From an optimization exercise on the open Yosys and OpenROAD flow, aimed at small area; shortcuts taken in it are not production practice. In this exercise RTL edits were held to simulation tests only and were not proved equivalent to the original. Power and IR drop assume default switching activity.

==> flow/design.v <==
`timescale 1ns/1ps
`default_nettype none
module csr_top
(
    input  wire         clk,
    input  wire         rst,
    input  wire         req_sel,
    input  wire         req_read,
    input  wire [15:0]  req_addr,
    input  wire [31:0]  req_wdat,
    output reg          rsp_dack,
    output reg  [31:0]  rsp_rdat,
    output wire [177:0] ctrlFields,
    input  wire [7:0]   curWavePosition
);
    localparam int N = 13;
    localparam logic [N*16-1:0] ADDRS = {
        16'h2F04, 16'h2F00, 16'h2054, 16'h2050, 16'h204C, 16'h2048,
        16'h2018, 16'h2014, 16'h2010, 16'h200C, 16'h2008, 16'h2004, 16'h2000
    };
    localparam logic [N*32-1:0] RESETS = {
        32'd8, 32'd11, 32'hFD78_0C32, 32'h0000_1000, 32'd0, 32'd0,
        32'd1000, 32'd0, 32'd1, 32'd0, 32'd0, 32'd1, 32'd1000
    };
    localparam logic [15:0] ADDR_WAVE = 16'h2058;
    logic [N-1:0] load;
    logic [N:0]   slot;
    logic         ack;
    logic         rstPrev;
    reqDecode reqDecode_i
    (
        .sel     (req_sel),
        .read    (req_read),
        .rst     (rst),
        .rstPrev (rstPrev),
        .addr    (req_addr),
        .load    (load),
        .slot    (slot),
        .ack     (ack)
    );
    logic [31:0] dZero;
    logic [31:0] dOne;
    assign dZero = req_wdat & ~{32{rst}};
    assign dOne  = req_wdat | {32{rst}};
    logic [31:0] regs [N];
    for (genvar k = 0; k < N; k++)
    begin : g_word
        logic [31:0] dIn;
        for (genvar b = 0; b < 32; b++)
        begin : g_bit
            assign dIn[b] = RESETS[k*32 + b] ? dOne[b] : dZero[b];
        end
        always_ff @(posedge clk)
        begin
            if (load[k])
                regs[k] <= dIn;
        end
    end
    assign ctrlFields[177:162] = regs[0][15:0];
    assign ctrlFields[161:146] = regs[1][15:0];
    assign ctrlFields[145:130] = regs[4][15:0];
    assign ctrlFields[129:114] = regs[6][15:0];
    assign ctrlFields[113:98]  = regs[11][15:0];
    assign ctrlFields[97:90]   = regs[2][7:0];
    assign ctrlFields[89:82]   = regs[3][7:0];
    assign ctrlFields[81:74]   = regs[5][7:0];
    assign ctrlFields[73:66]   = regs[12][7:0];
    assign ctrlFields[65]      = regs[7][0];
    assign ctrlFields[64]      = regs[8][0];
    assign ctrlFields[63:32]   = regs[9];
    assign ctrlFields[31:0]    = regs[10];
    logic [7:0] posNow;
    logic [7:0] posOld;
    always_ff @(posedge clk)
    begin
        posNow  <= curWavePosition;
        posOld  <= posNow;
        rstPrev <= rst;
    end
    logic          ackPend;
    logic [N:0]    selHot;
    always_ff @(posedge clk)
    begin
        ackPend <= ack;
        selHot  <= slot;
    end
    logic [N*32-1:0] words;
    logic [31:0]     rdMux;
    for (genvar k = 0; k < N; k++)
    begin : g_words
        assign words[k*32 +: 32] = regs[k];
    end
    rdSelect rdSelect_i
    (
        .words (words),
        .pos   (posOld),
        .sel   (selHot),
        .q     (rdMux)
    );
    always_ff @(posedge clk)
    begin
        rsp_dack <= ackPend & ~rst;
        rsp_rdat <= rdMux;
    end
endmodule
`default_nettype wire
`default_nettype none
module rdSelect
(
    input  wire [13*32-1:0] words,
    input  wire [7:0]       pos,
    input  wire [13:0]      sel,
    output logic [31:0]     q
);
    always_comb
    begin
        q = {24'b0, pos & {8{sel[13]}}};
        for (int i = 0; i < 13; i++)
            q = q | (words[i*32 +: 32] & {32{sel[i]}});
    end
endmodule
`default_nettype wire
`default_nettype none
module reqDecode
(
    input  wire         sel,
    input  wire         read,
    input  wire         rst,
    input  wire         rstPrev,
    input  wire [15:0]  addr,
    output logic [12:0] load,
    output logic [13:0] slot,
    output logic        ack
);
    localparam logic [13*16-1:0] ADDRS = {
        16'h2F04, 16'h2F00, 16'h2054, 16'h2050, 16'h204C, 16'h2048,
        16'h2018, 16'h2014, 16'h2010, 16'h200C, 16'h2008, 16'h2004, 16'h2000
    };
    localparam logic [15:0] ADDR_WAVE = 16'h2058;
    logic [12:0] hit;
    logic        hitWave;
    logic [4:0]  key;
    assign key = {addr[8], addr[6], addr[4:2]};
    always_comb
    begin
        for (int i = 0; i < 13; i++)
        begin
            hit[i]  = (addr == ADDRS[i*16 +: 16]);
            load[i] = rst | (sel & ~read & hit[i]);
            slot[i] = (key == {ADDRS[i*16 + 8], ADDRS[i*16 + 6], ADDRS[i*16 + 2 +: 3]});
        end
        hitWave  = (addr == ADDR_WAVE);
        slot[13] = (key == {ADDR_WAVE[8], ADDR_WAVE[6], ADDR_WAVE[4:2]}) & ~rstPrev;
        ack      = sel & ~rst & ((|hit) | hitWave);
    end
endmodule
`default_nettype wire
Settings: LEC_CHECK=0, CAP_MARGIN=5, CORE_MARGIN=2, CORE_UTILIZATION=80, CTS_BUF_LIST=sky130_fd_sc_hd__clkbuf_8, CTS_CLUSTER_DIAMETER=60, CTS_CLUSTER_SIZE=18, SLEW_MARGIN=5; clock period 8.0 ns.
standard.sh (not shown) runs the stock make flow with config.mk's settings and CLKGATE_MAP_FILE= SYNTH_SCRIPT=/design/flow/synth_recipe.tcl, a recipe that flattens the netlist after the stock synthesis.
==> flow/flow/run.sh <==
#!/bin/bash
# Standard layout, with two changes:
#  - synthesis maps the read-data select (module rdSelect) and the request
#    decode (reqDecode) by hand, from rdSelect_gates.v and reqDecode_gates.v
#    (see synth_own.tcl); everything else is the standard synthesis, so the
#    registers are the same;
#  - the smallest buffer on every input and output port;
#  - clock tree synthesis without dummy loads (the same settings otherwise).
set -euo pipefail
W="$PWD"
export BUFFER_PORTS_ARGS="-buffer_cell sky130_fd_sc_hd__buf_1"
export OWN_FLOW_DIR="$W/flow"
export CTS_ARGS="-sink_clustering_enable -repair_clock_nets -sink_clustering_size 18 -sink_clustering_max_diameter 60 -buf_list sky130_fd_sc_hd__clkbuf_8 -dont_use_dummy_load"
sed -e "s|SYNTH_SCRIPT=[^ ]*|SYNTH_SCRIPT=$W/flow/synth_own.tcl SYNTH_KEEP_MODULES=\"rdSelect reqDecode\"|" standard.sh > own_synth.sh
bash own_synth.sh synth > synth_own.log 2>&1
bash standard.sh > standard_flow.log 2>&1
Other scripts of this flow, unchanged in this note and not shown: flow/flow/rdSelect_gates.v, flow/flow/reqDecode_gates.v, flow/flow/synth_own.tcl
Edit:
--- a/flow/flow/run.sh
+++ b/flow/flow/run.sh
@@ -1,3 +1,3 @@
 #!/bin/bash
-# Standard layout, with two changes:
+# Standard layout, with three changes:
 #  - synthesis maps the read-data select (module rdSelect) and the request
@@ -12,3 +12,3 @@
 export OWN_FLOW_DIR="$W/flow"
-export CTS_ARGS="-sink_clustering_enable -repair_clock_nets -sink_clustering_size 18 -sink_clustering_max_diameter 60 -buf_list sky130_fd_sc_hd__clkbuf_8 -dont_use_dummy_load"
+export CTS_ARGS="-sink_clustering_enable -repair_clock_nets -sink_clustering_size 20 -sink_clustering_max_diameter 60 -buf_list sky130_fd_sc_hd__clkbuf_8 -dont_use_dummy_load"
 sed -e "s|SYNTH_SCRIPT=[^ ]*|SYNTH_SCRIPT=$W/flow/synth_own.tcl SYNTH_KEEP_MODULES=\"rdSelect reqDecode\"|" standard.sh > own_synth.sh
--- a/flow/config.mk
+++ b/flow/config.mk
@@ -12,3 +12,3 @@
 export CTS_CLUSTER_DIAMETER = 60
-export CTS_CLUSTER_SIZE = 18
+export CTS_CLUSTER_SIZE = 20
 export SLEW_MARGIN = 5
After rerunning:
- worst setup slack is worse by 18 ps
- total power came out lower slightly
- fmax drops slightly
Edit:
==> flow/flow/run.sh (replaced) <==
#!/bin/bash
# Standard layout, with two changes:
#  - synthesis maps the read-data select (module rdSelect) and the request
#    decode (reqDecode) by hand, from rdSelect_gates.v and reqDecode_gates.v
#    (see synth_own.tcl); everything else is the standard synthesis, so the
#    registers are the same;
#  - the smallest buffer on every input and output port.
set -euo pipefail
W="$PWD"
export BUFFER_PORTS_ARGS="-buffer_cell sky130_fd_sc_hd__buf_1"
export OWN_FLOW_DIR="$W/flow"
sed -e "s|SYNTH_SCRIPT=[^ ]*|SYNTH_SCRIPT=$W/flow/synth_own.tcl SYNTH_KEEP_MODULES=\"rdSelect reqDecode\"|" standard.sh > own_synth.sh
bash own_synth.sh synth > synth_own.log 2>&1
bash standard.sh > standard_flow.log 2>&1
--- a/flow/config.mk
+++ b/flow/config.mk
@@ -12,3 +12,3 @@
 export CTS_CLUSTER_DIAMETER = 60
-export CTS_CLUSTER_SIZE = 20
+export CTS_CLUSTER_SIZE = 18
 export SLEW_MARGIN = 5
What happened: Global-route usage came out higher by 0.18 points; final cell count came out higher by about 2%; area after synthesis stays the same.
Edit:
--- a/flow/flow/run.sh
+++ b/flow/flow/run.sh
@@ -1,3 +1,3 @@
 #!/bin/bash
-# Standard layout, with two changes:
+# Standard layout, with three changes:
 #  - synthesis maps the read-data select (module rdSelect) and the request
@@ -6,3 +6,4 @@
 #    registers are the same;
-#  - the smallest buffer on every input and output port.
+#  - the smallest buffer on every input and output port;
+#  - clock tree synthesis without dummy loads (the same settings otherwise).
 set -euo pipefail
@@ -11,2 +12,3 @@
 export OWN_FLOW_DIR="$W/flow"
+export CTS_ARGS="-sink_clustering_enable -repair_clock_nets -sink_clustering_size 18 -sink_clustering_max_diameter 60 -buf_list sky130_fd_sc_hd__clkbuf_8 -dont_use_dummy_load"
 sed -e "s|SYNTH_SCRIPT=[^ ]*|SYNTH_SCRIPT=$W/flow/synth_own.tcl SYNTH_KEEP_MODULES=\"rdSelect reqDecode\"|" standard.sh > own_synth.sh
After rerunning: Hold slack is about the same; combinational power hardly moves; setup slack degrades by 14 ps; via count is lower by 0.43%; die area stays the same; clock power is lower by about 8%.

[static timing again, ports no longer ideal]
Ports are ideal in the flow. The routed layouts listed here were re-timed in OpenROAD.
Step 1 sets driving cells, clkbuf_16 on the clock port and buf_2 on the other inputs (assumed; they add their load-dependent delay and slew).
Step 2 times the ports against the registers' clock, not the clock port: input delays grow and output delays shrink by t, the midpoint of the rising clock arrivals with the driver on.
a / b / c = ideal ports / drivers / drivers and shift; a / b = the first two.
run | shift t [ns] | setup WS [ns] | clock arrival spread, ns
the first run | 0.651 | 4.554 / 4.580 / 3.929 | 0.024 / 0.024
the second run | 0.632 | 4.537 / 4.563 / 3.931 | 0.034 / 0.034
the third run | 0.647 | 4.568 / 4.589 / 3.942 | 0.023 / 0.022
the fourth run | 0.651 | 4.554 / 4.580 / 3.929 | 0.024 / 0.024
After both steps every run listed still meets setup and hold. The setup slack of the third run, which loses most, moves by +0.021 ns with the drivers and by -0.626 ns with both steps.
